Source: an optimization exercise on an open RTL-to-GDS flow (aim: small area, a short achievable clock period and few clock cycles per item). Production flows keep margins and buffers that such runs may drop.
In this exercise RTL edits were held to simulation tests only and were not proved equivalent to the original.
Power is estimated from default activity; no workload was simulated.

==> flow/design.v (outline; a module is shown in full before it is edited, if it fits) <==
// module iir_biquad_cascade: 269 lines
// module biquad_fb_sum: 1137 lines
// module biquad_ff_sum: 1771 lines
module iir_biquad_cascade (
  input  logic               clk,
  input  logic               rst,
  input  logic               in_valid,
  output logic               in_ready,
  input  logic signed [15:0] din,
  output logic               out_valid,
  output logic signed [15:0] dout,
  input  logic               flush,
  input  logic               coef_we,
  input  logic [7:0]         coef_addr,
  input  logic signed [15:0] coef_wdata
);
  // ...
==> flow/flow/run.sh <==
#!/bin/bash
# The standard layout, with timing repair aiming for setup slack of
# MARGIN ns beyond the design's clock (the constraints are unchanged).
set -euo pipefail
MARGIN=9
bash standard.sh SETUP_SLACK_MARGIN=$MARGIN finish > make_finish.log 2>&1
==> flow/standard.sh <==
#!/bin/bash
# synth_recipe.tcl (not shown) runs the flow's synth.tcl, then flattens the netlist and writes it again
# the make line also repeats each setting of config.mk as NAME=value (left out here)
make -C /OpenROAD-flow-scripts/flow DESIGN_CONFIG=/design/flow/config.mk WORK_HOME=/design/flow/orfs CLKGATE_MAP_FILE= SYNTH_SCRIPT=/design/flow/synth_recipe.tcl "${@:-finish}"
==> flow/config.mk <==
export PLATFORM = sky130hd
export DESIGN_NAME = iir_biquad_cascade
export DESIGN_NICKNAME = iir_biquad_cascade
export VERILOG_FILES = /design/flow/design.v
export SDC_FILE = /design/flow/constraint.sdc
export NUM_CORES = 4
export LEC_CHECK = 0
export ABC_AREA = 1
export CAP_MARGIN = 20
export CORE_MARGIN = 2
export CORE_UTILIZATION = 50
export SLEW_MARGIN = 20
==> flow/constraint.sdc <==
create_clock -name core_clock -period 13.0 [get_ports {clk}]
set_input_delay 2.6000 -clock core_clock [delete_from_list [all_inputs] [get_ports {clk}]]
set_output_delay 2.6000 -clock core_clock [all_outputs]
set_load 0.01 [all_outputs]
==> out/qor.txt, run 1 <==
status: finished clean
die width: 485 um
Max stage delay on crit path: 540 ps
Slowest-stage cell, CP: dfstp_2
critical path class: reg2out
mux share of post-synthesis cell area: 0.950%
Seq Cell Count: 1553
# Taps: 3026
Sequential Power Share: 30.9%
R2R Path End: ae[3][11]
Register-to-Register Path Depth: 7
Inverters: 2291
Max power group: combinational logic
cell count of the worst hold path: 0
Synth Area in XOR/XNOR: 10.7%
Hold Fails Final Rpt: 0
critical path depth: 1
Register Area: 34500 um^2
sequential power: 6.28 mW
compound-cell area share of the yosys netlist: 11.7%
Buf+Inv Stages, Crit Path: 1
gr usage total: 40.5%
crit-path cells: buf_6
min Tclk post-route: 4090 ps
clk latency of the worst-skew pair: 860 ps
CP endpoint: in_ready
die area: 235000 um^2
Testbench counts, summed over its fixed seeds: cycles 4,208, items 2,048.
==> module iir_biquad_cascade, before the edit <==
module iir_biquad_cascade (
  input  logic               clk,
  input  logic               rst,
  input  logic               in_valid,
  output logic               in_ready,
  input  logic signed [15:0] din,
  output logic               out_valid,
  output logic signed [15:0] dout,
  input  logic               flush,
  input  logic               coef_we,
  input  logic [7:0]         coef_addr,
  input  logic signed [15:0] coef_wdata
);
  localparam int NS = 4;
  function automatic logic [23:0] benc(input logic [15:0] c, input logic inv);
    logic [16:0] e;
    logic [7:0] ng, on, tw;
    e = {c, 1'b0};
    for (int i = 0; i < 8; i++) begin
      ng[i] = e[2*i+2] ^ inv;
      on[i] = e[2*i+1] ^ e[2*i];
      tw[i] = (e[2*i+2] & ~e[2*i+1] & ~e[2*i]) | (~e[2*i+2] & e[2*i+1] & e[2*i]);
    end
    benc = {ng, on, tw};
  endfunction
  function automatic logic [15:0] negsum(input logic [7:0] x, input logic [7:0] y);
    for (int i = 0; i < 8; i++) begin
      negsum[2*i]   = x[i] ^ y[i];
      negsum[2*i+1] = x[i] & y[i];
    end
  endfunction
  logic ph;
  logic [NS-1:0] gm_next;
  always_comb
    for (int k = 0; k < NS; k++) gm_next[k] = (~ph == k[0]);
  logic [15:0] gq [NS];   
  logic [16:0] nsum0 [NS];
  logic [16:0] nsum1 [NS];
  logic [16:0] lp [2];    
  logic [23:0] m1p [NS];
  logic [23:0] m1q [NS];
  logic [23:0] m2p [NS];
  logic [23:0] m2q [NS];
  logic [23:0] a1p [2];
  logic [23:0] a1q [2];
  logic signed [15:0] h0, h1, h2;
  logic signed [15:0] y1 [NS];
  logic signed [15:0] y2 [NS];
  logic [33:0] as [NS];
  logic [33:0] ac [NS];
  logic [33:0] ad [NS];
  logic [33:0] ae [NS];
  logic [33:0] ts [2];
  logic [33:0] tc [2];
  logic [33:0] td [2];
  logic [15:0] q1;
  logic [15:0] q2 [NS];
  logic [15:0] ly [2];
  logic          av;      
  logic [NS-1:0] vf;      
  logic [NS-1:0] v1;      
  logic [NS-1:0] v2;      
  logic [NS-1:0] vg;
  logic        rdy;       
  logic        accept;    
  logic        flush_r;
  logic        we_r;
  logic [7:0]  addr_r;
  logic [23:0] wenc_r;    
  logic [15:0] din_r;
  assign in_ready = rdy;
  always_ff @(posedge clk or posedge rst) begin
    if (rst) begin
      rdy     <= 1'b1;
      accept  <= 1'b0;
      flush_r <= 1'b0;
      we_r    <= 1'b0;
    end else begin
      rdy     <= ~rdy;
      accept  <= in_valid & rdy & ~flush;
      flush_r <= flush;
      we_r    <= coef_we;
    end
  end
  always_ff @(posedge clk) begin
    addr_r <= coef_addr;
    wenc_r <= benc(coef_wdata, 1'b0);
    din_r  <= din;
  end
  logic [23:0] wpos, wneg;
  assign wpos = wenc_r;
  assign wneg = {~wenc_r[23:16], wenc_r[15:0]};
  logic [15:0] md [NS];
  logic [15:0] mg [NS];
  logic [15:0] ysel [NS];
  logic [33:0] ais [NS];
  logic [33:0] aic [NS];
  logic [33:0] aid [NS];
  logic [33:0] aie [NS];
  logic [33:0] f0 [NS];
  logic [33:0] f1 [NS];
  logic [33:0] f2 [NS];
  logic [33:0] f3 [NS];
  logic [33:0] lfs [2];
  logic [33:0] lfc [2];
  logic [33:0] lfd [2];
  logic [33:0] lfe [2];
  logic [33:0] r0 [2];
  logic [33:0] r1 [2];
  logic [33:0] r2 [2];
  logic [33:0] sum [2];
  logic [15:0] y_new [2];
  always_comb begin
    vg = {v2[NS-2:0], av};
    for (int k = 0; k < NS; k++) begin
      ysel[k] = v2[k] ? y1[k] : y2[k];
      md[k] = (k == 0) ? q1 : y1[k-1];
      mg[k] = q2[k];
      nsum0[k] = {1'b0, negsum(m1p[k][23:16], m1q[k][23:16])};
      nsum1[k] = {1'b0, negsum(m2p[k][23:16], m2q[k][23:16])};
      ais[k][8:0] = gq[k][0] ? nsum0[k][8:0] : as[k][8:0];
      ais[k][16:9] = gq[k][1] ? nsum0[k][16:9] : as[k][16:9];
      ais[k][25:17] = gq[k][2] ? 9'd0 : as[k][25:17];
      ais[k][33:26] = gq[k][3] ? 8'd0 : as[k][33:26];
      aic[k][8:0] = gq[k][4] ? nsum1[k][8:0] : ac[k][8:0];
      aic[k][16:9] = gq[k][5] ? nsum1[k][16:9] : ac[k][16:9];
      aic[k][25:17] = gq[k][6] ? 9'd0 : ac[k][25:17];
      aic[k][33:26] = gq[k][7] ? 8'd0 : ac[k][33:26];
      aid[k][8:0] = gq[k][8] ? 9'd0 : ad[k][8:0];
      aid[k][16:9] = gq[k][9] ? 8'd0 : ad[k][16:9];
      aid[k][25:17] = gq[k][10] ? 9'd0 : ad[k][25:17];
      aid[k][33:26] = gq[k][11] ? 8'd0 : ad[k][33:26];
      aie[k][8:0] = gq[k][12] ? 9'd0 : ae[k][8:0];
      aie[k][16:9] = gq[k][13] ? 8'd0 : ae[k][16:9];
      aie[k][25:17] = gq[k][14] ? 9'd0 : ae[k][25:17];
      aie[k][33:26] = gq[k][15] ? 8'd0 : ae[k][33:26];
    end
    for (int u = 0; u < 2; u++) begin
      lfs[u][8:0] = lp[u][1] ? as[2*u+1][8:0] : as[2*u][8:0];
      lfs[u][16:9] = lp[u][2] ? as[2*u+1][16:9] : as[2*u][16:9];
      lfs[u][25:17] = lp[u][3] ? as[2*u+1][25:17] : as[2*u][25:17];
      lfs[u][33:26] = lp[u][4] ? as[2*u+1][33:26] : as[2*u][33:26];
      lfc[u][8:0] = lp[u][5] ? ac[2*u+1][8:0] : ac[2*u][8:0];
      lfc[u][16:9] = lp[u][6] ? ac[2*u+1][16:9] : ac[2*u][16:9];
      lfc[u][25:17] = lp[u][7] ? ac[2*u+1][25:17] : ac[2*u][25:17];
      lfc[u][33:26] = lp[u][8] ? ac[2*u+1][33:26] : ac[2*u][33:26];
      lfd[u][8:0] = lp[u][9] ? ad[2*u+1][8:0] : ad[2*u][8:0];
      lfd[u][16:9] = lp[u][10] ? ad[2*u+1][16:9] : ad[2*u][16:9];
      lfd[u][25:17] = lp[u][11] ? ad[2*u+1][25:17] : ad[2*u][25:17];
      lfd[u][33:26] = lp[u][12] ? ad[2*u+1][33:26] : ad[2*u][33:26];
      lfe[u][8:0] = lp[u][13] ? ae[2*u+1][8:0] : ae[2*u][8:0];
      lfe[u][16:9] = lp[u][14] ? ae[2*u+1][16:9] : ae[2*u][16:9];
      lfe[u][25:17] = lp[u][15] ? ae[2*u+1][25:17] : ae[2*u][25:17];
      lfe[u][33:26] = lp[u][16] ? ae[2*u+1][33:26] : ae[2*u][33:26];
      sum[u] = ts[u] + tc[u] + td[u];
      if (sum[u][33:29] == 5'b00000 || sum[u][33:29] == 5'b11111)
        y_new[u] = sum[u][29:14];
      else
        y_new[u] = sum[u][33] ? 16'h8000 : 16'h7fff;
    end
  end
  for (genvar k = 0; k < NS; k++) begin : g_sec
    biquad_ff_sum u_f (
      .c_neg(m1p[k][23:16]), .c_one(m1p[k][15:8]), .c_two(m1p[k][7:0]),
      .e_neg(m2p[k][23:16]), .e_one(m2p[k][15:8]), .e_two(m2p[k][7:0]),
      .d(md[k]), .g(mg[k]), .as(ais[k]), .ac(aic[k]), .ad(aid[k]), .ae(aie[k]),
      .s0(f0[k]), .s1(f1[k]), .s2(f2[k]), .s3(f3[k]));
  end
  for (genvar u = 0; u < 2; u++) begin : g_rec
    biquad_fb_sum u_r (
      .a1_neg(a1p[u][23:16]), .a1_one(a1p[u][15:8]), .a1_two(a1p[u][7:0]),
      .y(ly[u]), .fs(lfs[u]), .fc(lfc[u]), .fd(lfd[u]), .fe(lfe[u]),
      .s0(r0[u]), .s1(r1[u]), .s2(r2[u]));
  end
  always_ff @(posedge clk or posedge rst) begin
    if (rst) begin
      ph <= 1'b0;
      for (int k = 0; k < NS; k++) begin
        m1p[k] <= k[0] ? benc(16'd16384, 1'b0) : 24'd0;
        m1q[k] <= k[0] ? 24'd0 : benc(16'd16384, 1'b0);
        m2p[k] <= '0;
        m2q[k] <= '0;
      end
      for (int u = 0; u < 2; u++) begin
        a1p[u] <= '0;
        a1q[u] <= '0;
      end
    end else begin
      ph <= ~ph;
      for (int k = 0; k < NS; k++) begin
      end
      for (int k = 0; k < NS; k++) begin
        if (we_r && addr_r == (gm_next[k] ? 8'(5*k+1) : 8'(5*k))) m1p[k] <= wpos;
        else m1p[k] <= m1q[k];
        if (we_r && addr_r == (gm_next[k] ? 8'(5*k) : 8'(5*k+1))) m1q[k] <= wpos;
        else m1q[k] <= m1p[k];
        if (we_r && addr_r == (gm_next[k] ? 8'(5*k+2) : 8'(5*k+4))) m2p[k] <= gm_next[k] ? wpos : wneg;
        else m2p[k] <= m2q[k];
        if (we_r && addr_r == (gm_next[k] ? 8'(5*k+4) : 8'(5*k+2))) m2q[k] <= gm_next[k] ? wneg : wpos;
        else m2q[k] <= m2p[k];
      end
      for (int u = 0; u < 2; u++) begin
        if (we_r && addr_r == (ph ? 8'(10*u+3) : 8'(10*u+8))) a1p[u] <= wneg;
        else a1p[u] <= a1q[u];
        if (we_r && addr_r == (ph ? 8'(10*u+8) : 8'(10*u+3))) a1q[u] <= wneg;
        else a1q[u] <= a1p[u];
      end
    end
  end
  always_ff @(posedge clk or posedge rst) begin
    if (rst) begin
      h0 <= '0; h1 <= '0; h2 <= '0;
      for (int k = 0; k < NS; k++) begin
        y1[k] <= '0; y2[k] <= '0;
      end
      av <= 1'b0;
      vf <= '0;
      v1 <= '0;
      v2 <= '0;
      out_valid <= 1'b0;
    end else if (flush_r) begin
      h0 <= '0; h1 <= '0; h2 <= '0;
      for (int k = 0; k < NS; k++) begin
        y1[k] <= '0; y2[k] <= '0;
      end
      av <= 1'b0;
      vf <= '0;
      v1 <= '0;
      v2 <= '0;
      out_valid <= 1'b0;
    end else begin
      if (accept) begin
        h0 <= din_r; h1 <= h0; h2 <= h1;
      end
      av <= accept;
      vf <= vg;
      v1 <= vf;
      v2 <= v1;
      out_valid <= v2[NS-1] & ~flush;    
      for (int k = 0; k < NS; k++) begin
        if (v2[k]) begin
          y1[k] <= y_new[k/2]; y2[k] <= y1[k];
        end
      end
    end
  end
  always_ff @(posedge clk) begin
    for (int k = 0; k < NS; k++) gq[k] <= {16{gm_next[k]}};
    for (int u = 0; u < 2; u++) lp[u] <= {17{~ph}};
  end
  always_ff @(posedge clk) begin
    q1 <= h0;
    for (int k = 0; k < NS; k++) begin
      if (gm_next[k]) q2[k] <= (k == 0) ? h1 : y2[k-1];
      else            q2[k] <= v1[k] ? y1[k] : y2[k];
    end
    for (int u = 0; u < 2; u++) begin
      if (lp[u][0]) ly[u] <= v2[2*u] ? y_new[u] : y1[2*u];
      else          ly[u] <= v2[2*u+1] ? y_new[u] : y1[2*u+1];
    end
    for (int k = 0; k < NS; k++) begin
      as[k] <= f0[k]; ac[k] <= f1[k]; ad[k] <= f2[k]; ae[k] <= f3[k];
    end
    for (int u = 0; u < 2; u++) begin
      ts[u] <= r0[u]; tc[u] <= r1[u]; td[u] <= r2[u];
    end
  end
  assign dout = y1[NS-1];
endmodule
==> run 2: changes to the inputs <==
--- a/flow/design.v
+++ b/flow/design.v
@@ -62,23 +62,23 @@
   logic [NS-1:0] v1;      
   logic [NS-1:0] v2;      
   logic [NS-1:0] vg;
-  logic        rdy;       
+  logic        rdy_n;     
   logic        accept;    
   logic        flush_r;
   logic        we_r;
   logic [7:0]  addr_r;
   logic [23:0] wenc_r;    
   logic [15:0] din_r;
-  assign in_ready = rdy;
+  assign in_ready = ~rdy_n;
   always_ff @(posedge clk or posedge rst) begin
     if (rst) begin
-      rdy     <= 1'b1;
+      rdy_n   <= 1'b0;
       accept  <= 1'b0;
       flush_r <= 1'b0;
       we_r    <= 1'b0;
     end else begin
-      rdy     <= ~rdy;
-      accept  <= in_valid & rdy & ~flush;
+      rdy_n   <= ~rdy_n;
+      accept  <= in_valid & ~rdy_n & ~flush;
       flush_r <= flush;
       we_r    <= coef_we;
     end
--- a/flow/config.mk
+++ b/flow/config.mk
@@ -9,4 +9,6 @@
 export CAP_MARGIN = 20
 export CORE_MARGIN = 2
 export CORE_UTILIZATION = 50
+export CTS_CLUSTER_DIAMETER = 100
+export CTS_CLUSTER_SIZE = 20
 export SLEW_MARGIN = 20
==> run 2 against run 1 <==
- die area fell by 0.12%
- non-clock buffer count fell by 42
- maximum frequency rose by 0.93%
- power fell by 13%
- worst hold slack improved by 5.6 ps
- sequential cell count did not move
- critical endpoint is now dout[10]
- setup slack improved by 38 ps
- critical path depth did not move
- count of clock-buffer cells in the layout fell by 123
==> out/qor.txt, run 2 <==
Final Cycle Share: 31.1% (was 31.4%)
DP HPWL: 348 mm (was 364 mm)
starting density of the core: 50.3% (about the same)
DR DRC count: 0 (unchanged)
wire per inst: 29.1 um (was 30.7 um)
total of max-cap violations: 0 (unchanged)
H-tree depth: 3 (was 4)
crit-path cells: buf_6 (unchanged)
Clock Path Buffers: 3 (unchanged)
initial antenna violation count: 21 (was 25)
Routed Antenna Nets: 0 (unchanged)
crit path DAT: 1450 ps (was 1490 ps)
Pwr per Cell Area: 145 nW/um^2 (was 161 nW/um^2)
post-synthesis sequential area ratio: 29.8% (was 29.7%)
# IOs: 63 (unchanged)
most frequent cell after synthesis: inv_1 (unchanged)
die width: 485 um (about the same)
largest net degree at the start of global routing: 129 (was 135)
first-pass GRT wire length: 640 mm (was 678 mm)
Setup crit start: y1[3][10] (was rdy)
synth unique cells: 44 (was 46)
Sequential Power Share: 34.8% (was 30.9%)
Register-to-Register Path Depth: 7 (unchanged)
cell taking the most area after synthesis: fa_1 (unchanged)
warnings from Yosys: 76 (unchanged)
synth top area cells: fa_1 (26%), dfxtp_1 (15%), dfrtp_1 (14%) (unchanged)
layout cells sized above 1: 4.28% (was 6.15%)
vias per cell: 5.85 (was 5.88)
fin nets: 14000 (was 14200)
Hold WS: 372 ps (was 366 ps)
worst reg2reg startpoint: m1p[1][19] (was m1p[3][20])
Die Span Y: 485 um (about the same)
Post-CTS Hold Buffers: 0 (unchanged)
DRT Wirelength: 446 mm (was 476 mm)
max-slew headroom at the worst pin: 11.7% (was 11.2%)
Buf+Inv Stages, Crit Path: 1 (unchanged)
Crit. End Element: output pin (unchanged)
# rows: 176 (unchanged)
DR vias: 89500 (was 91300)
# clock sinks: 1553 (unchanged)
Worst Max-Slew Pin Slew: 1320 ps (about the same)
most common cell after layout, fill and taps aside: inv_1 (unchanged)
R2R Path End: ae[1][11] (was ae[3][11])
TritonRoute pass-1 iters: 9 (was 8)
critical path class: reg2out (unchanged)
Final Skew: 57.7 ps (was 36.2 ps)
post-synth net total: 14400 (about the same)
Leak: 56.3 nW (was 58.2 nW)
die area: 235000 um^2 (about the same)
GRT Residual Overflow: 0 (unchanged)
Sum Neg Setup Slack: 0 ps (unchanged)
Largest regs: ac: 136 flops, as: 136 flops, ad: 132 flops (unchanged)
Pint: 9.63 mW (was 11.5 mW)
Startpoint Class: flip-flop (unchanged)
Synth top area share: 26.1% (was 26.0%)
switch share: 45.5% (was 43.3%)
min Tclk post-route: 4050 ps (was 4090 ps)
synth cell count leaders: inv_1 (2180), nand2_1 (1734), fa_1 (1506) (was inv_1 (2183), nand2_1 (1732), fa_1 (1506))
1st-iter DRT viols: 10400 (was 9519)
commonest cells after routing, fill and taps aside: inv_1 (2153), nand2_1 (1726), fa_1 (1506), xor2_1 (1388), o22ai_1 (1280) (was inv_1 (2144), nand2_1 (1721), fa_1 (1506), xor2_1 (1390), o22ai_1 (1279))
gr usage total: 37.8% (was 40.5%)
R2R setup slack: 8990 ps (was 8980 ps)
Comb power frac: 46.1% (was 41.9%)
clk latency of the worst-skew pair: 860 ps (about the same)
Syn-to-layout area delta: 5.68% (was 8.95%)
CP endpoint: dout[10] (was in_ready)
fmax: 247 MHz (was 245 MHz)
clk slew on worst S/H paths: 90 ps (was 60 ps)
delay-heaviest family, CP: flip-flops (unchanged)
status: finished clean (unchanged)
Post-Syn Instances: 12600 (about the same)
Peak VDD IR: 0.000241 V (was 0.000247 V)
Slowest-stage cell, CP: dfrtp_1 (was dfstp_2)
post-synthesis register bit count: 1553 (unchanged)
Async SR Flop Fraction: 42.4% (unchanged)
root buf cell: clkbuf_16 (unchanged)
Worst Path Max Fanout: 2 (unchanged)
main flop type after synthesis: dfxtp_1 (unchanged)
IO Port Bufs: 62 (unchanged)
Max stage delay on crit path: 450 ps (was 540 ps)
TritonCTS Buffers: 97 (was 179)
hold crit path type: reg2reg (unchanged)
core box area: 230000 um^2 (about the same)
setup violators final: 0 (unchanged)
Critical Path RT: 10400 ps (about the same)
Slew Limit Fails: 0 (unchanged)
RSZ-0062 raised after global routing: true (unchanged)
synthesized area: 116000 um^2 (about the same)
critical path depth: 1 (unchanged)
GP Congestion: 1.03 (about the same)
Sw Pwr: 8.03 mW (was 8.81 mW)
Post-synth EDFFs: 4 (unchanged)
Hold Fails Final Rpt: 0 (unchanged)
CTS tree: built (unchanged)
vias in the first global route: 90900 (was 92900)
syn avg cell area: 9.18 um^2 (about the same)
clock power share: 19.0% (was 27.1%)
run 2: cell type report:
type                            count  area [um^2]
Clock buffer                      141         2610
Fill cell                       21300       108000
Sequential cell                  1553        34500
Inverter                         2288         8750
Timing Repair inverter              1         5.00
Antenna cell                       15         37.5
Tap cell                         3026         3790
Timing Repair Buffer              244         2380
Multi-Input combinational cell   7997        69800
Clock inverter                     31          379
run 2: kinds of logic (layout without fill, tap and decap cells):
| family | count (synthesis) | in the layout | share of synthesized area [%] |
|---|---|---|---|
| buffers and inverters | 3046 | 2705 | 9.95 |
| AOI/OAI and AO/OA | 2368 | 2368 | 11.7 |
| and+or+nand+nor | 2325 | 2325 | 7.89 |
| adders and majority gates | 1780 | 1780 | 29.0 |
| DFF | 1553 | 1553 | 29.8 |
| xor gates and xnor gates | 1415 | 1415 | 10.7 |
| muxes | 109 | 109 | 0.951 |
| other | 0 | 15 | 0 |
run 2: how the worst min path moves through the flow:
stage	start	end	slack (ps)	cells after the start
floorplan	ph	gq[2][0]	340	0
global placement	h0[0]	q1[0]	350	0
detailed placement	h0[7]	q1[7]	350	0
CTS	h0[7]	q1[7]	370	0
global route	h0[2]	q1[2]	380	0
finish	h0[7]	q1[7]	370	0
run 2: power by group through the flow:
| stage | logic, mW | clock network (mW) | registers, mW |
|---|---|---|---|
| CTS | 8.09 | 3.41 | 6.15 |
| finish | 8.15 | 3.36 | 6.15 |
| floorplan | 5.22 | 0 | 5.88 |
| global placement | 7.93 | 0 | 6.24 |
| global route | 9.07 | 3.59 | 6.18 |
| detailed placement | 8.04 | 0 | 6.25 |
run 2: per-stage QoR:
stage	area [um^2]	setup WS [ps]	instances	total power [mW]	util [%]
detailed placement	118000	7770	15000	14.3	51.4
finish	122000	8950	15300	17.7	53.1
global route	122000	8940	15300	18.8	53.1
floorplan	116000	1390	12600	11.1	-
global placement	118000	7860	15000	14.2	51.4
CTS	122000	8940	15200	17.6	52.9
run 2: routing by layer:
| metal | wire length, um | vias to the layer above | GRT usage, % |
|---|---|---|---|
| li1 | - | 38500 | - |
| met1 | 157000 | 44900 | 44.1 |
| met2 | 206000 | 4669 | 60.6 |
| met3 | 34400 | 1377 | 6.63 |
| met4 | 47700 | 16 | 32.6 |
| met5 | 117 | - | 0 |
run 2: repair_timing:
item	4_1_cts	5_1_grt
pin swaps	0	0
resized for setup	143	53
buffers inserted	18	33
gates cloned	4	2
endpoints found under the setup margin	632	434
Testbench counts of run 2, summed over its fixed seeds: cycles 4,208, items 2,048.
==> run 3: changes to the inputs <==
--- a/flow/config.mk
+++ b/flow/config.mk
@@ -8,7 +8,7 @@
 export ABC_AREA = 1
 export CAP_MARGIN = 20
 export CORE_MARGIN = 2
-export CORE_UTILIZATION = 50
+export CORE_UTILIZATION = 58
 export CTS_CLUSTER_DIAMETER = 100
 export CTS_CLUSTER_SIZE = 20
 export SLEW_MARGIN = 20
==> run 3 against run 2 <==
- largest cell class unchanged
- final cell count down 2.8%
- setup slack improved by 47 ps
- die area is 14% lower
- wire length down 4.7%
- via count is 0.30% lower
- highest routed layer unchanged
- count of clock-buffer cells in the layout grew 7
- core utilization grew 8.1 points
==> out/qor.txt, run 3 <==
largest net degree at the start of global routing: 143 (was 129)
synth top area cells: fa_1 (26%), dfxtp_1 (15%), dfrtp_1 (14%) (unchanged)
critical path depth: 9 (was 1)
die width: 450 um (was 485 um)
Clock Path Buffers: 3 (unchanged)
DR vias: 89200 (was 89500)
delay-heaviest family, CP: adder cells (was flip-flops)
Final Skew: 42.3 ps (was 57.7 ps)
IO Port Bufs: 62 (unchanged)
Worst Path Max Fanout: 10 (was 2)
H-tree depth: 3 (unchanged)
synth unique cells: 44 (unchanged)
Design Power: 17.5 mW (was 17.7 mW)
crit-path cells: inv_2, xor2_1, fa_1, inv_1, fa_1, inv_1, fa_1, inv_1, fa_1 (was buf_6)
Peak VDD IR: 0.000192 V (was 0.000241 V)
Synth top area share: 26.1% (unchanged)
min Tclk post-route: 4000 ps (was 4050 ps)
Final Cycle Share: 30.8% (was 31.1%)
DRT Wirelength: 425 mm (was 446 mm)
Sum Neg Setup Slack: 0 ps (unchanged)
Worst Max-Slew Pin Slew: 1430 ps (was 1320 ps)
crit path DAT: 4670 ps (was 1450 ps)
clk slew on worst S/H paths: 90 ps (about the same)
Slowest-stage cell, CP: dfrtp_1 (unchanged)
layout cells sized above 1: 3.87% (was 4.28%)
vias per cell: 6.00 (was 5.85)
Startpoint Class: flip-flop (unchanged)
# rows: 163 (was 176)
non-filler instance count after layout: 14900 (was 15300)
Pwr per Cell Area: 145 nW/um^2 (about the same)
Routed Antenna Nets: 0 (unchanged)
first-pass GRT wire length: 619 mm (was 640 mm)
Largest regs: ac: 136 flops, as: 136 flops, ad: 132 flops (unchanged)
CTS tree: built (unchanged)
Die Span Y: 450 um (was 485 um)
die area: 203000 um^2 (was 235000 um^2)
warnings from Yosys: 76 (unchanged)
clk latency of the worst-skew pair: 810 ps (was 860 ps)
setup ws final: 9000 ps (was 8950 ps)
Post-Syn Instances: 12600 (unchanged)
most frequent cell after synthesis: inv_1 (unchanged)
Register-to-Register Path Depth: 9 (was 7)
main flop type after synthesis: dfxtp_1 (unchanged)
RSZ-0062 raised after global routing: true (unchanged)
cell count of the worst hold path: 0 (unchanged)
starting density of the core: 58.5% (was 50.3%)
synthesized area: 116000 um^2 (unchanged)
max-slew headroom at the worst pin: 4.95% (was 11.7%)
Slew Limit Fails: 0 (unchanged)
most common cell after layout, fill and taps aside: inv_1 (unchanged)
Buf+Inv Stages, Crit Path: 4 (was 1)
Syn-to-layout area delta: 4.71% (was 5.68%)
Filler cells: 17100 (was 21300)
Crit. End Element: flip-flop (was output pin)
core box area: 198000 um^2 (was 230000 um^2)
CP dominant cell by count: fa_1
Hold Fails Final Rpt: 0 (unchanged)
syn avg cell area: 9.18 um^2 (unchanged)
wire per inst: 28.6 um (was 29.1 um)
root buf cell: clkbuf_16 (unchanged)
area of the multi-input gates: 69700 um^2 (was 69800 um^2)
status: finished clean (unchanged)
initial antenna violation count: 8 (was 21)
DP HPWL: 329 mm (was 348 mm)
total of max-cap violations: 0 (unchanged)
TritonCTS Buffers: 94 (was 97)
pre-CTS setup slack: 7260 ps (was 7770 ps)
fmax: 250 MHz (was 247 MHz)
DR DRC count: 0 (unchanged)
Placed Cells: 14600 (was 15000)
TritonRoute pass-1 iters: 9 (unchanged)
1st-iter DRT viols: 10300 (was 10400)
post-synthesis register bit count: 1553 (unchanged)
gr usage total: 42.2% (was 37.8%)
critical path class: reg2reg (was reg2out)
GRT Residual Overflow: 0 (unchanged)
Register Area: 34500 um^2 (about the same)
post-synth net total: 14400 (unchanged)
post-synthesis sequential area ratio: 29.8% (unchanged)
GP Congestion: 1.01 (was 1.03)
# clock sinks: 1553 (unchanged)
Hold WS: 377 ps (was 372 ps)
cell taking the most area after synthesis: fa_1 (unchanged)
Critical Path RT: 13670 ps (was 10400 ps)
commonest cells after routing, fill and taps aside: inv_1 (2150), nand2_1 (1732), fa_1 (1506), xor2_1 (1391), o22ai_1 (1280) (was inv_1 (2153), nand2_1 (1726), fa_1 (1506), xor2_1 (1388), o22ai_1 (1280))
setup violators final: 0 (unchanged)
# IOs: 63 (unchanged)
fin nets: 14000 (about the same)
Async SR Flop Fraction: 42.4% (unchanged)
vias in the first global route: 91000 (was 90900)
Leak: 56.0 nW (was 56.3 nW)
Post-synth EDFFs: 4 (unchanged)
synth cell count leaders: inv_1 (2180), nand2_1 (1734), fa_1 (1506) (unchanged)
hold crit path type: reg2reg (unchanged)
Max stage delay on crit path: 930 ps (was 450 ps)
-- run 3: routing by layer --
metal / vias up / GRT usage (%) / wire length, um
met5: - / 0 / 28
met4: 4 / 42.0 / 53200
met3: 1407 / 6.59 / 32400
met2: 4758 / 65.8 / 193000
met1: 44600 / 49.0 / 146000
li1: 38400 / - / -
-- run 3: cell families (layout without fill, tap and decap cells) --
| logic type | Yosys count | after routing | synth area share [%] |
|---|---|---|---|
| other cells | 0 | 11 | 0 |
| mux | 109 | 109 | 0.951 |
| flops | 1553 | 1553 | 29.8 |
| compound gates | 2368 | 2368 | 11.7 |
| simple gates | 2325 | 2325 | 7.89 |
| fa+ha+maj | 1780 | 1780 | 29.0 |
| buf+inv | 3046 | 2661 | 9.95 |
| xor+xnor | 1415 | 1415 | 10.7 |
-- run 3: metrics by stage --
step                      area (um^2)  utilization, %
after floorplan                116000               -
final                          121000            61.3
after detailed placement       117000            59.4
after global routing           121000            61.3
after CTS                      121000            61.0
after global placement         117000            59.4
-- run 3: area by class of cell --
type | instances | area share [%]
well taps | 2640 | 2.73
repair inverters | 2 | 0.00827
diodes | 11 | 0.0227
clock inverters | 20 | 0.195
repair buffers | 203 | 1.58
multi-input cells | 7997 | 57.6
inverters | 2288 | 7.23
clock buffers | 148 | 2.19
flip-flops and latches | 1553 | 28.5
-- run 3: worst paths after layout --
check	to	start	slack, ps
max	ae[2][17]	m2p[2][17]	9000
min	q1[7]	h0[7]	380
max reg2reg	ae[2][17]	m2p[2][17]	9000
min reg2reg	q1[7]	h0[7]	380
max in group asynchronous	m1q[2][15]	rst	9170
min in group asynchronous	h0[9]	rst	2200
-- run 3: power breakdown --
part / leakage (nW) / internal [mW] / switching (mW) / total (mW)
clock network: 1.39 / 1.45 / 1.82 / 3.28
logic: 38.1 / 2.65 / 5.48 / 8.13
registers: 16.5 / 5.53 / 0.565 / 6.10
total: 56.0 / 9.64 / 7.86 / 17.5
-- run 3: what timing repair did --
item / CTS / global route
endpoints found under the setup margin: 554 / 403
setup buffers: 16 / 24
gates resized for setup: 118 / 59
hold buffers: 0 / 0
gates cloned: 3 / 4
==> run 4: changes to the inputs <==
--- a/flow/config.mk
+++ b/flow/config.mk
@@ -8,7 +8,7 @@
 export ABC_AREA = 1
 export CAP_MARGIN = 20
 export CORE_MARGIN = 2
-export CORE_UTILIZATION = 58
+export CORE_UTILIZATION = 64
 export CTS_CLUSTER_DIAMETER = 100
 export CTS_CLUSTER_SIZE = 20
 export SLEW_MARGIN = 20
==> run 4 against run 3 <==
- worst hold slack worse by 2.7 ps
- clock power fell by 3%
- sequential share of layout area hardly changed
- area after synthesis is the same
- still clean on timing, DRC and antenna
- wire length down 0.34%
- die area shrank 9.3%
- non-clock buffer count up 39
- final cell count fell by 1.6%
- sequential cell count is the same
- first-iteration DRC count grew 11%
- largest power group unchanged
- core utilization up 5.9 points
==> out/qor.txt, run 4 <==
fmax: 249 MHz (was 250 MHz)
Final Cycle Share: 31.0% (was 30.8%)
CP endpoint: ae[0][19] (was ae[2][17])
Synth top area share: 26.1% (unchanged)
# rows: 156 (was 163)
Design Power: 17.6 mW (was 17.5 mW)
cell taking the most area after synthesis: fa_1 (unchanged)
synthesized area: 116000 um^2 (unchanged)
synth unique cells: 44 (unchanged)
Post-synth EDFFs: 4 (unchanged)
Slew Limit Fails: 0 (unchanged)
gr usage total: 46.3% (was 42.2%)
fin nets: 14000 (about the same)
Filler cells: 14500 (was 17100)
synth top area cells: fa_1 (26%), dfxtp_1 (15%), dfrtp_1 (14%) (unchanged)
Register-to-Register Path Depth: 8 (was 9)
CP dominant cell by count: fa_1 (unchanged)
largest net degree at the start of global routing: 179 (was 143)
Area after DPL: 117000 um^2 (about the same)
DR vias: 91200 (was 89200)
final core utilization: 67.1% (was 61.3%)
Post-Syn Instances: 12600 (unchanged)
Worst Path Max Fanout: 9 (was 10)
GP Congestion: 1.04 (was 1.01)
core box area: 180000 um^2 (was 198000 um^2)
post-synthesis sequential area ratio: 29.8% (unchanged)
crit path DAT: 4710 ps (was 4670 ps)
Clock Path Buffers: 3 (unchanged)
vias in the first global route: 91900 (was 91000)
Die Span Y: 429 um (was 450 um)
Pwr per Cell Area: 146 nW/um^2 (was 145 nW/um^2)
root buf cell: clkbuf_16 (unchanged)
RSZ-0062 raised after global routing: true (unchanged)
setup ws final: 8980 ps (was 9000 ps)
commonest cells after routing, fill and taps aside: inv_1 (2142), nand2_1 (1733), fa_1 (1506), xor2_1 (1387), o22ai_1 (1280) (was inv_1 (2150), nand2_1 (1732), fa_1 (1506), xor2_1 (1391), o22ai_1 (1280))
Worst Max-Slew Pin Slew: 1410 ps (was 1430 ps)
initial antenna violation count: 16 (was 8)
Leak: 56.1 nW (was 56.0 nW)
Hold Fails Final Rpt: 0 (unchanged)
clk slew on worst S/H paths: 90 ps (about the same)
die area: 184000 um^2 (was 203000 um^2)
1st-iter DRT viols: 11500 (was 10300)
Slowest-stage cell, CP: dfxtp_1 (was dfrtp_1)
Sum Neg Setup Slack: 0 ps (unchanged)
DP HPWL: 324 mm (was 329 mm)
Critical Path RT: 13690 ps (was 13670 ps)
syn avg cell area: 9.18 um^2 (unchanged)
delay-heaviest family, CP: adder cells (unchanged)
DRT Wirelength: 423 mm (was 425 mm)
Peak VDD IR: 0.000263 V (was 0.000192 V)
Max stage delay on crit path: 730 ps (was 930 ps)
post-synthesis register bit count: 1553 (unchanged)
Startpoint Class: flip-flop (unchanged)
most frequent cell after synthesis: inv_1 (unchanged)
first-pass GRT wire length: 617 mm (was 619 mm)
final non-filler cell area: 121000 um^2 (about the same)
GRT Residual Overflow: 0 (unchanged)
main flop type after synthesis: dfxtp_1 (unchanged)
setup violators final: 0 (unchanged)
# clock sinks: 1553 (unchanged)
wire per inst: 28.9 um (was 28.6 um)
starting density of the core: 64.2% (was 58.5%)
crit-path cells: inv_1, o22ai_1, xor2_1, fa_1, fa_1, fa_1, inv_1, fa_1 (was inv_2, xor2_1, fa_1, inv_1, fa_1, inv_1, fa_1, inv_1, fa_1)
Largest regs: ac: 136 flops, as: 136 flops, ad: 132 flops (unchanged)
Crit. End Element: flip-flop (unchanged)
DR DRC count: 0 (unchanged)
clk latency of the worst-skew pair: 830 ps (was 810 ps)
worst reg2reg startpoint: q2[0][15] (was m2p[2][17])
status: finished clean (unchanged)
CTS tree: built (unchanged)
Post-CTS Hold Buffers: 0 (unchanged)
warnings from Yosys: 76 (unchanged)
hold crit path type: reg2reg (unchanged)
min Tclk post-route: 4020 ps (was 4000 ps)
Syn-to-layout area delta: 4.63% (was 4.71%)
die width: 429 um (was 450 um)
TritonRoute pass-1 iters: 9 (unchanged)
layout cells sized above 1: 4.14% (was 3.87%)
R2R setup slack: 8980 ps (was 9000 ps)
max-slew headroom at the worst pin: 6.24% (was 4.95%)
R2R Path End: ae[0][19] (was ae[2][17])
Routed Antenna Nets: 0 (unchanged)
pre-CTS setup slack: 7450 ps (was 7260 ps)
vias per cell: 6.24 (was 6.00)
post-synth net total: 14400 (unchanged)
total of max-cap violations: 0 (unchanged)
critical path depth: 8 (was 9)
Final Skew: 60.5 ps (was 42.3 ps)
synth cell count leaders: inv_1 (2180), nand2_1 (1734), fa_1 (1506) (unchanged)
Buf+Inv Stages, Crit Path: 2 (was 4)
H-tree depth: 3 (unchanged)
IO Port Bufs: 62 (unchanged)
Async SR Flop Fraction: 42.4% (unchanged)
most common cell after layout, fill and taps aside: inv_1 (unchanged)
TritonCTS Buffers: 93 (was 94)
critical path class: reg2reg (unchanged)
Setup crit start: q2[0][15] (was m2p[2][17])
# IOs: 63 (unchanged)
-- run 4: cell counts after synthesis --
No cell type changed its count.
-- run 4: timing repair --
item                                   4_1_cts  5_1_grt
cloned                                       3        0
pin swaps                                    0        2
gates resized for setup                    114       65
setup endpoints to repair                  454      406
endpoints found under the hold margin        0        0
setup buffers                               22       56
-- run 4: area by class of cell --
cell class	instances	area (um^2)	area share, %
Multi-Input combinational cell	7997	69700	57.7
Sequential cell	1553	34500	28.5
Antenna cell	13	32.5	0.0269
Clock buffer	143	2570	2.12
Timing Repair Buffer	242	2190	1.81
Inverter	2288	8790	7.27
Clock inverter	20	213	0.176
Tap cell	2370	2970	2.45
-- run 4: worst min-delay path by stage --
stage / start / endpoint / depth (start not counted)
after global placement: h0[5] / q1[5] / 0
after floorplan: ph / gq[2][0] / 0
final: h0[8] / q1[8] / 0
after global routing: h0[8] / q1[8] / 0
after CTS: h0[8] / q1[8] / 0
after detailed placement: h0[10] / q1[10] / 0
-- run 4: report_power, final --
part	switching, mW	total [mW]	leakage [nW]	internal, mW
logic	5.63	8.31	38.3	2.68
registers	0.591	6.13	16.5	5.53
clock network	1.80	3.19	1.33	1.39
total	8.03	17.6	56.1	9.60
-- run 4: stage by stage --
step	std cells	hold slack (ps)
after floorplan	12600	342
after global placement	14400	354
after detailed placement	14400	356
after CTS	14600	377
after global routing	14600	390
final	14600	375
-- run 4: worst register-to-register path: stages (launching register included) --
cell and delay [ps]:
dfxtp_1 730, inv_1 430, o22ai_1 300, xor2_1 290, fa_1 510, fa_1 590, fa_1 520, inv_1 60
fa_1 470
-- run 4: cell families (layout without fill, tap and decap cells) --
logic type	Yosys count	after routing	synth area share, %
XOR/XNOR	1415	1415	10.7
multiplexers	109	109	0.951
AO/OA/AOI/OAI	2368	2368	11.7
buffers and inverters	3046	2693	9.95
other	0	13	0
AND/OR/NAND/NOR	2325	2325	7.89
flip-flops	1553	1553	29.8
adder cells (fa/ha/maj)	1780	1780	29.0
-- run 4: metal layers --
layer	wire length (um)	vias to the layer above	GRT usage, %
met5	49	-	0
met4	56000	8	47.2
met3	40700	1709	9.83
met2	187000	5890	70.4
met1	139000	45100	53.6
li1	-	38500	-
==> run 5: changes to the inputs <==
--- a/flow/design.v
+++ b/flow/design.v
@@ -34,10 +34,10 @@
   logic [NS-1:0] gm_next;
   always_comb
     for (int k = 0; k < NS; k++) gm_next[k] = (~ph == k[0]);
-  logic [15:0] gq [NS];   
+  logic [7:0] gq [NS];    
   logic [16:0] nsum0 [NS];
   logic [16:0] nsum1 [NS];
-  logic [16:0] lp [2];    
+  logic [8:0] lp [2];     
   logic [23:0] m1p [NS];
   logic [23:0] m1q [NS];
   logic [23:0] m2p [NS];
@@ -62,35 +62,12 @@
   logic [NS-1:0] v1;      
   logic [NS-1:0] v2;      
   logic [NS-1:0] vg;
-  logic        rdy_n;     
-  logic        accept;    
-  logic        flush_r;
-  logic        we_r;
-  logic [7:0]  addr_r;
-  logic [23:0] wenc_r;    
-  logic [15:0] din_r;
-  assign in_ready = ~rdy_n;
-  always_ff @(posedge clk or posedge rst) begin
-    if (rst) begin
-      rdy_n   <= 1'b0;
-      accept  <= 1'b0;
-      flush_r <= 1'b0;
-      we_r    <= 1'b0;
-    end else begin
-      rdy_n   <= ~rdy_n;
-      accept  <= in_valid & ~rdy_n & ~flush;
-      flush_r <= flush;
-      we_r    <= coef_we;
-    end
-  end
-  always_ff @(posedge clk) begin
-    addr_r <= coef_addr;
-    wenc_r <= benc(coef_wdata, 1'b0);
-    din_r  <= din;
-  end
+  logic accept;
+  assign accept   = in_valid & ph & ~flush;
+  assign in_ready = ph;
   logic [23:0] wpos, wneg;
-  assign wpos = wenc_r;
-  assign wneg = {~wenc_r[23:16], wenc_r[15:0]};
+  assign wpos = benc(coef_wdata, 1'b0);
+  assign wneg = benc(coef_wdata, 1'b1);
   logic [15:0] md [NS];
   logic [15:0] mg [NS];
   logic [15:0] ysel [NS];
@@ -120,39 +97,39 @@
       nsum0[k] = {1'b0, negsum(m1p[k][23:16], m1q[k][23:16])};
       nsum1[k] = {1'b0, negsum(m2p[k][23:16], m2q[k][23:16])};
       ais[k][8:0] = gq[k][0] ? nsum0[k][8:0] : as[k][8:0];
-      ais[k][16:9] = gq[k][1] ? nsum0[k][16:9] : as[k][16:9];
-      ais[k][25:17] = gq[k][2] ? 9'd0 : as[k][25:17];
-      ais[k][33:26] = gq[k][3] ? 8'd0 : as[k][33:26];
-      aic[k][8:0] = gq[k][4] ? nsum1[k][8:0] : ac[k][8:0];
-      aic[k][16:9] = gq[k][5] ? nsum1[k][16:9] : ac[k][16:9];
-      aic[k][25:17] = gq[k][6] ? 9'd0 : ac[k][25:17];
-      aic[k][33:26] = gq[k][7] ? 8'd0 : ac[k][33:26];
-      aid[k][8:0] = gq[k][8] ? 9'd0 : ad[k][8:0];
-      aid[k][16:9] = gq[k][9] ? 8'd0 : ad[k][16:9];
-      aid[k][25:17] = gq[k][10] ? 9'd0 : ad[k][25:17];
-      aid[k][33:26] = gq[k][11] ? 8'd0 : ad[k][33:26];
-      aie[k][8:0] = gq[k][12] ? 9'd0 : ae[k][8:0];
-      aie[k][16:9] = gq[k][13] ? 8'd0 : ae[k][16:9];
-      aie[k][25:17] = gq[k][14] ? 9'd0 : ae[k][25:17];
-      aie[k][33:26] = gq[k][15] ? 8'd0 : ae[k][33:26];
+      ais[k][16:9] = gq[k][0] ? nsum0[k][16:9] : as[k][16:9];
+      ais[k][25:17] = gq[k][1] ? 9'd0 : as[k][25:17];
+      ais[k][33:26] = gq[k][1] ? 8'd0 : as[k][33:26];
+      aic[k][8:0] = gq[k][2] ? nsum1[k][8:0] : ac[k][8:0];
+      aic[k][16:9] = gq[k][2] ? nsum1[k][16:9] : ac[k][16:9];
+      aic[k][25:17] = gq[k][3] ? 9'd0 : ac[k][25:17];
+      aic[k][33:26] = gq[k][3] ? 8'd0 : ac[k][33:26];
+      aid[k][8:0] = gq[k][4] ? 9'd0 : ad[k][8:0];
+      aid[k][16:9] = gq[k][4] ? 8'd0 : ad[k][16:9];
+      aid[k][25:17] = gq[k][5] ? 9'd0 : ad[k][25:17];
+      aid[k][33:26] = gq[k][5] ? 8'd0 : ad[k][33:26];
+      aie[k][8:0] = gq[k][6] ? 9'd0 : ae[k][8:0];
+      aie[k][16:9] = gq[k][6] ? 8'd0 : ae[k][16:9];
+      aie[k][25:17] = gq[k][7] ? 9'd0 : ae[k][25:17];
+      aie[k][33:26] = gq[k][7] ? 8'd0 : ae[k][33:26];
     end
     for (int u = 0; u < 2; u++) begin
       lfs[u][8:0] = lp[u][1] ? as[2*u+1][8:0] : as[2*u][8:0];
-      lfs[u][16:9] = lp[u][2] ? as[2*u+1][16:9] : as[2*u][16:9];
-      lfs[u][25:17] = lp[u][3] ? as[2*u+1][25:17] : as[2*u][25:17];
-      lfs[u][33:26] = lp[u][4] ? as[2*u+1][33:26] : as[2*u][33:26];
-      lfc[u][8:0] = lp[u][5] ? ac[2*u+1][8:0] : ac[2*u][8:0];
-      lfc[u][16:9] = lp[u][6] ? ac[2*u+1][16:9] : ac[2*u][16:9];
-      lfc[u][25:17] = lp[u][7] ? ac[2*u+1][25:17] : ac[2*u][25:17];
-      lfc[u][33:26] = lp[u][8] ? ac[2*u+1][33:26] : ac[2*u][33:26];
-      lfd[u][8:0] = lp[u][9] ? ad[2*u+1][8:0] : ad[2*u][8:0];
-      lfd[u][16:9] = lp[u][10] ? ad[2*u+1][16:9] : ad[2*u][16:9];
-      lfd[u][25:17] = lp[u][11] ? ad[2*u+1][25:17] : ad[2*u][25:17];
-      lfd[u][33:26] = lp[u][12] ? ad[2*u+1][33:26] : ad[2*u][33:26];
-      lfe[u][8:0] = lp[u][13] ? ae[2*u+1][8:0] : ae[2*u][8:0];
-      lfe[u][16:9] = lp[u][14] ? ae[2*u+1][16:9] : ae[2*u][16:9];
-      lfe[u][25:17] = lp[u][15] ? ae[2*u+1][25:17] : ae[2*u][25:17];
-      lfe[u][33:26] = lp[u][16] ? ae[2*u+1][33:26] : ae[2*u][33:26];
+      lfs[u][16:9] = lp[u][1] ? as[2*u+1][16:9] : as[2*u][16:9];
+      lfs[u][25:17] = lp[u][2] ? as[2*u+1][25:17] : as[2*u][25:17];
+      lfs[u][33:26] = lp[u][2] ? as[2*u+1][33:26] : as[2*u][33:26];
+      lfc[u][8:0] = lp[u][3] ? ac[2*u+1][8:0] : ac[2*u][8:0];
+      lfc[u][16:9] = lp[u][3] ? ac[2*u+1][16:9] : ac[2*u][16:9];
+      lfc[u][25:17] = lp[u][4] ? ac[2*u+1][25:17] : ac[2*u][25:17];
+      lfc[u][33:26] = lp[u][4] ? ac[2*u+1][33:26] : ac[2*u][33:26];
+      lfd[u][8:0] = lp[u][5] ? ad[2*u+1][8:0] : ad[2*u][8:0];
+      lfd[u][16:9] = lp[u][5] ? ad[2*u+1][16:9] : ad[2*u][16:9];
+      lfd[u][25:17] = lp[u][6] ? ad[2*u+1][25:17] : ad[2*u][25:17];
+      lfd[u][33:26] = lp[u][6] ? ad[2*u+1][33:26] : ad[2*u][33:26];
+      lfe[u][8:0] = lp[u][7] ? ae[2*u+1][8:0] : ae[2*u][8:0];
+      lfe[u][16:9] = lp[u][7] ? ae[2*u+1][16:9] : ae[2*u][16:9];
+      lfe[u][25:17] = lp[u][8] ? ae[2*u+1][25:17] : ae[2*u][25:17];
+      lfe[u][33:26] = lp[u][8] ? ae[2*u+1][33:26] : ae[2*u][33:26];
       sum[u] = ts[u] + tc[u] + td[u];
       if (sum[u][33:29] == 5'b00000 || sum[u][33:29] == 5'b11111)
         y_new[u] = sum[u][29:14];
@@ -191,19 +168,19 @@
       for (int k = 0; k < NS; k++) begin
       end
       for (int k = 0; k < NS; k++) begin
-        if (we_r && addr_r == (gm_next[k] ? 8'(5*k+1) : 8'(5*k))) m1p[k] <= wpos;
+        if (coef_we && coef_addr == (gm_next[k] ? 8'(5*k+1) : 8'(5*k))) m1p[k] <= wpos;
         else m1p[k] <= m1q[k];
-        if (we_r && addr_r == (gm_next[k] ? 8'(5*k) : 8'(5*k+1))) m1q[k] <= wpos;
+        if (coef_we && coef_addr == (gm_next[k] ? 8'(5*k) : 8'(5*k+1))) m1q[k] <= wpos;
         else m1q[k] <= m1p[k];
-        if (we_r && addr_r == (gm_next[k] ? 8'(5*k+2) : 8'(5*k+4))) m2p[k] <= gm_next[k] ? wpos : wneg;
+        if (coef_we && coef_addr == (gm_next[k] ? 8'(5*k+2) : 8'(5*k+4))) m2p[k] <= gm_next[k] ? wpos : wneg;
         else m2p[k] <= m2q[k];
-        if (we_r && addr_r == (gm_next[k] ? 8'(5*k+4) : 8'(5*k+2))) m2q[k] <= gm_next[k] ? wneg : wpos;
+        if (coef_we && coef_addr == (gm_next[k] ? 8'(5*k+4) : 8'(5*k+2))) m2q[k] <= gm_next[k] ? wneg : wpos;
         else m2q[k] <= m2p[k];
       end
       for (int u = 0; u < 2; u++) begin
-        if (we_r && addr_r == (ph ? 8'(10*u+3) : 8'(10*u+8))) a1p[u] <= wneg;
+        if (coef_we && coef_addr == (ph ? 8'(10*u+3) : 8'(10*u+8))) a1p[u] <= wneg;
         else a1p[u] <= a1q[u];
-        if (we_r && addr_r == (ph ? 8'(10*u+8) : 8'(10*u+3))) a1q[u] <= wneg;
+        if (coef_we && coef_addr == (ph ? 8'(10*u+8) : 8'(10*u+3))) a1q[u] <= wneg;
         else a1q[u] <= a1p[u];
       end
     end
@@ -219,7 +196,7 @@
       v1 <= '0;
       v2 <= '0;
       out_valid <= 1'b0;
-    end else if (flush_r) begin
+    end else if (flush) begin
       h0 <= '0; h1 <= '0; h2 <= '0;
       for (int k = 0; k < NS; k++) begin
         y1[k] <= '0; y2[k] <= '0;
@@ -231,13 +208,13 @@
       out_valid <= 1'b0;
     end else begin
       if (accept) begin
-        h0 <= din_r; h1 <= h0; h2 <= h1;
+        h0 <= din; h1 <= h0; h2 <= h1;
       end
       av <= accept;
       vf <= vg;
       v1 <= vf;
       v2 <= v1;
-      out_valid <= v2[NS-1] & ~flush;    
+      out_valid <= v2[NS-1];
       for (int k = 0; k < NS; k++) begin
         if (v2[k]) begin
           y1[k] <= y_new[k/2]; y2[k] <= y1[k];
@@ -246,8 +223,8 @@
     end
   end
   always_ff @(posedge clk) begin
-    for (int k = 0; k < NS; k++) gq[k] <= {16{gm_next[k]}};
-    for (int u = 0; u < 2; u++) lp[u] <= {17{~ph}};
+    for (int k = 0; k < NS; k++) gq[k] <= {8{gm_next[k]}};
+    for (int u = 0; u < 2; u++) lp[u] <= {9{~ph}};
   end
   always_ff @(posedge clk) begin
     q1 <= h0;
--- a/flow/config.mk
+++ b/flow/config.mk
@@ -8,7 +8,7 @@
 export ABC_AREA = 1
 export CAP_MARGIN = 20
 export CORE_MARGIN = 2
-export CORE_UTILIZATION = 64
+export CORE_UTILIZATION = 50
 export CTS_CLUSTER_DIAMETER = 100
 export CTS_CLUSTER_SIZE = 20
 export SLEW_MARGIN = 20
==> run 5 against run 4 <==
- maximum frequency fell by 0.82%
- cell area rose by 1.5%
- global-route usage fell by 3.9 points
- count of clock-buffer cells in the layout rose by 5
- via count rose by 1.8%
- power rose by 11%
- wire length rose by 18%
==> out/qor.txt, run 5 <==
status: finished clean (unchanged)
Final Cycle Share: 31.2% (was 31.0%)
syn avg cell area: 9.13 um^2 (was 9.18 um^2)
DR vias: 92900 (was 91200)
Final Skew: 46.2 ps (was 60.5 ps)
synth cell count leaders: inv_1 (2152), nand2_1 (1769), fa_1 (1506) (was inv_1 (2180), nand2_1 (1734), fa_1 (1506))
Crit. End Element: flip-flop (unchanged)
final non-filler cell area: 123000 um^2 (was 121000 um^2)
Post-synth EDFFs: 4 (unchanged)
Syn-to-layout area delta: 7.11% (was 4.63%)
Slew Limit Fails: 0 (unchanged)
# clock sinks: 1501 (was 1553)
Hold Fails Final Rpt: 0 (unchanged)
Post-CTS Hold Buffers: 0 (unchanged)
Critical Path RT: 13790 ps (was 13690 ps)
Setup crit start: y1[2][0] (was q2[0][15])
TritonRoute pass-1 iters: 10 (was 9)
clk latency of the worst-skew pair: 850 ps (was 830 ps)
crit path DAT: 4840 ps (was 4710 ps)
Pwr per Cell Area: 159 nW/um^2 (was 146 nW/um^2)
R2R setup slack: 8940 ps (was 8980 ps)
main flop type after synthesis: dfxtp_1 (unchanged)
H-tree depth: 3 (unchanged)
Sequential Power Share: 31.0% (was 34.7%)
die width: 483 um (was 429 um)
CTS tree: built (unchanged)
Register-to-Register Path Depth: 9 (was 8)
Sum Neg Setup Slack: 0 ps (unchanged)
post-synth net total: 14400 (about the same)
GR Util met3: 20.9% (was 9.83%)
Post-Syn Instances: 12600 (about the same)
layout cells sized above 1: 5.88% (was 4.14%)
hold crit path type: reg2reg (unchanged)
cell count of the worst hold path: 0 (unchanged)
Worst Max-Slew Pin Slew: 1260 ps (was 1410 ps)
warnings from Yosys: 76 (unchanged)
Comb power frac: 50.8% (was 47.1%)
Hold WS: 368 ps (was 375 ps)
Peak VDD IR: 0.000245 V (was 0.000263 V)
DRT Wirelength: 500 mm (was 423 mm)
layer with the highest usage: met1 (was met2)
root buf cell: clkbuf_16 (unchanged)
cell taking the most area after synthesis: fa_1 (unchanged)
commonest cells after routing, fill and taps aside: inv_1 (2114), nand2_1 (1747), fa_1 (1494), xor2_1 (1378), o22ai_1 (1280) (was inv_1 (2142), nand2_1 (1733), fa_1 (1506), xor2_1 (1387), o22ai_1 (1280))
max-slew headroom at the worst pin: 15.9% (was 6.24%)
starting density of the core: 50.3% (was 64.2%)
Die Span Y: 483 um (was 429 um)
min Tclk post-route: 4060 ps (was 4020 ps)
# rows: 175 (was 156)
vias in the first global route: 89800 (was 91900)
DR DRC count: 0 (unchanged)
GRT Residual Overflow: 0 (unchanged)
gr usage total: 42.4% (was 46.3%)
clock power share: 18.2% (was 18.1%)
Routed Antenna Nets: 0 (unchanged)
1st-iter DRT viols: 13500 (was 11500)
Sw Pwr: 9.56 mW (was 8.03 mW)
Largest regs: ac: 136 flops, as: 136 flops, ad: 132 flops (unchanged)
Synth top area share: 26.3% (was 26.1%)
core box area: 228000 um^2 (was 180000 um^2)
Pint: 10.0 mW (was 9.60 mW)
RSZ-0062 raised after global routing: true (unchanged)
synthesized area: 115000 um^2 (was 116000 um^2)
critical path class: reg2reg (unchanged)
worst reg2reg startpoint: y1[2][0] (was q2[0][15])
Leak: 56.6 nW (was 56.1 nW)
Async SR Flop Fraction: 43.6% (was 42.4%)
first-pass GRT wire length: 691 mm (was 617 mm)
post-synthesis register bit count: 1501 (was 1553)
switch share: 48.9% (was 45.5%)
total of max-cap violations: 0 (unchanged)
vias per cell: 6.05 (was 6.24)
initial antenna violation count: 30 (was 16)
synth unique cells: 43 (was 44)
DP HPWL: 394 mm (was 324 mm)
Area after DPL: 117000 um^2 (about the same)
fmax: 247 MHz (was 249 MHz)
GP Congestion: 1.06 (was 1.04)
# IOs: 63 (unchanged)
Clock Path Buffers: 3 (unchanged)
largest net degree at the start of global routing: 142 (was 179)
setup violators final: 0 (unchanged)
most frequent cell after synthesis: inv_1 (unchanged)
post-synthesis sequential area ratio: 29.1% (was 29.8%)
wire per inst: 32.6 um (was 28.9 um)
TritonCTS Buffers: 100 (was 93)
most common cell after layout, fill and taps aside: inv_1 (unchanged)
synth top area cells: fa_1 (26%), dfxtp_1 (15%), dfrtp_1 (14%) (unchanged)
Startpoint Class: flip-flop (unchanged)
IO Port Bufs: 62 (unchanged)
min-delay src: h0[3] (was h0[8])
Worst Path Max Fanout: 11 (was 9)
die area: 233000 um^2 (was 184000 um^2)
fin nets: 14100 (was 14000)
met1 global-route usage: 61.7% (was 53.6%)
clk slew on worst S/H paths: 90 ps (about the same)
GR Util met2: 55.1% (was 70.4%)
run 5: cell count changes after synthesis, moves of 5 or more:
cell,delta
clkbuf_1,+8
dfxtp_1,-48
inv_1,-28
inv_2,+6
mux2_2,-7
nand2_1,+35
nand2_2,-16
nand2_4,+11
nand3_2,+5
nor2_1,-15
o21ai_0,-5
or2_2,+7
run 5: logic make-up after synthesis:
group / after synthesis / share of synthesized area, %
buffers and inverters: 3031 / 9.97
AO/OA/AOI/OAI: 2368 / 11.8
AND/OR/NAND/NOR: 2354 / 8.14
adder cells (fa/ha/maj): 1780 / 29.3
flip-flops: 1501 / 29.1
XOR/XNOR: 1414 / 10.8
multiplexers: 102 / 0.891
run 5: worst max-delay path: stages, from the launching register on:
cell     delay, ps
dfrtp_1        380
buf_4          220
inv_1          630
o22ai_1        210
xor2_1         230
fa_1           550
fa_1           610
inv_1           80
fa_1           540
fa_1           540
run 5: path summary, 6_finish.rpt:
check                        endpoint
max                         ae[3][16]
min                             q1[3]
max reg2reg                 ae[3][16]
min reg2reg                     q1[3]
max in group asynchronous  a1q[0][18]
min in group asynchronous   a1q[1][6]
run 5: final cells by class:
type                            instances  area (um^2)
Multi-Input combinational cell       8020        70300
Clock buffer                          148         2690
Timing Repair inverter                  2         10.0
Fill cell                           21100       105000
Tap cell                             3009         3760
Inverter                             2266         8710
Antenna cell                           25         62.6
Clock inverter                         37          613
Sequential cell                      1501        33400
Timing Repair Buffer                  343         3180
run 5: stage by stage:
stage,setup WS (ps),power (mW),utilization [%],cells
floorplan,1450,11.2,-,12600
global placement,7250,15.3,51.6,15000
detailed placement,7160,15.4,51.6,15000
CTS,8900,19.0,53.4,15300
global route,8920,20.5,53.9,15300
finish,8940,19.6,53.9,15400
run 5: routing by layer:
metal,vias up,share of wire [%]
met3,881,17
met4,24,3.5
li1,38600,-
met2,6164,38
met1,47200,42
met5,-,0.053
run 5: power by group through the flow:
| stage | combinational, mW | sequential [mW] | clock, mW |
|---|---|---|---|
| 2_1_floorplan | 5.51 | 5.73 | 0 |
| 3_5_place_dp | 9.31 | 6.11 | 0 |
| 5_1_grt | 10.7 | 6.09 | 3.74 |
| 3_3_place_gp | 9.19 | 6.11 | 0 |
| 6_report | 9.94 | 6.06 | 3.56 |
| 4_1_cts | 9.42 | 6.01 | 3.58 |
run 5: what timing repair did:
| action | 4_1_cts | 5_1_grt |
|---|---|---|
| pin swaps | 1 | 12 |
| buffers inserted | 42 | 60 |
| setup endpoints to repair | 1022 | 838 |
| gates resized for setup | 205 | 135 |
| cloned | 4 | 5 |
Testbench counts of run 5, summed over its fixed seeds: cycles 4,208, items 2,048.

==> separate check: timing with driven ports <==
No port has a modelled driver above. Below, the same layouts with a new extraction and two added sets of constraints.
Step 1 (the two cells are an assumption about what drives the block):
set clk [get_ports {clk}]
set_driving_cell -lib_cell sky130_fd_sc_hd__clkbuf_16 $clk
set_driving_cell -lib_cell sky130_fd_sc_hd__buf_2 [delete_from_list [all_inputs] $clk]
Step 2 times the ports against the registers' clock, not the clock port: input delays grow and output delays shrink by t, the midpoint of the rising clock arrivals with the driver on.
Slacks: ideal ports / drivers / drivers and shift; pairs: ideal ports / drivers.
run | t (ns) | slack for setup (ns) | worst setup path after step 2 | pins driven straight from the clock port
run 1 | 0.954 | 8.915 / 8.810 / 8.269 | input, reset recovery | 1
run 2 | 0.924 | 8.952 / 8.858 / 8.379 | input, reset recovery | 1
run 3 | 0.893 | 8.999 / 8.899 / 8.360 | input, reset recovery | 1
run 4 | 0.899 | 8.976 / 8.946 / 8.252 | input, reset recovery | 1
run 5 | 0.914 | 8.943 / 8.864 / 8.148 | input to register | 1
After both steps setup and hold are still met in every run listed. For run 5, which loses most, drivers alone change the setup slack by -0.079 ns; drivers and shift together by -0.795 ns. The worst setup slack also covers recovery checks on asynchronous resets.
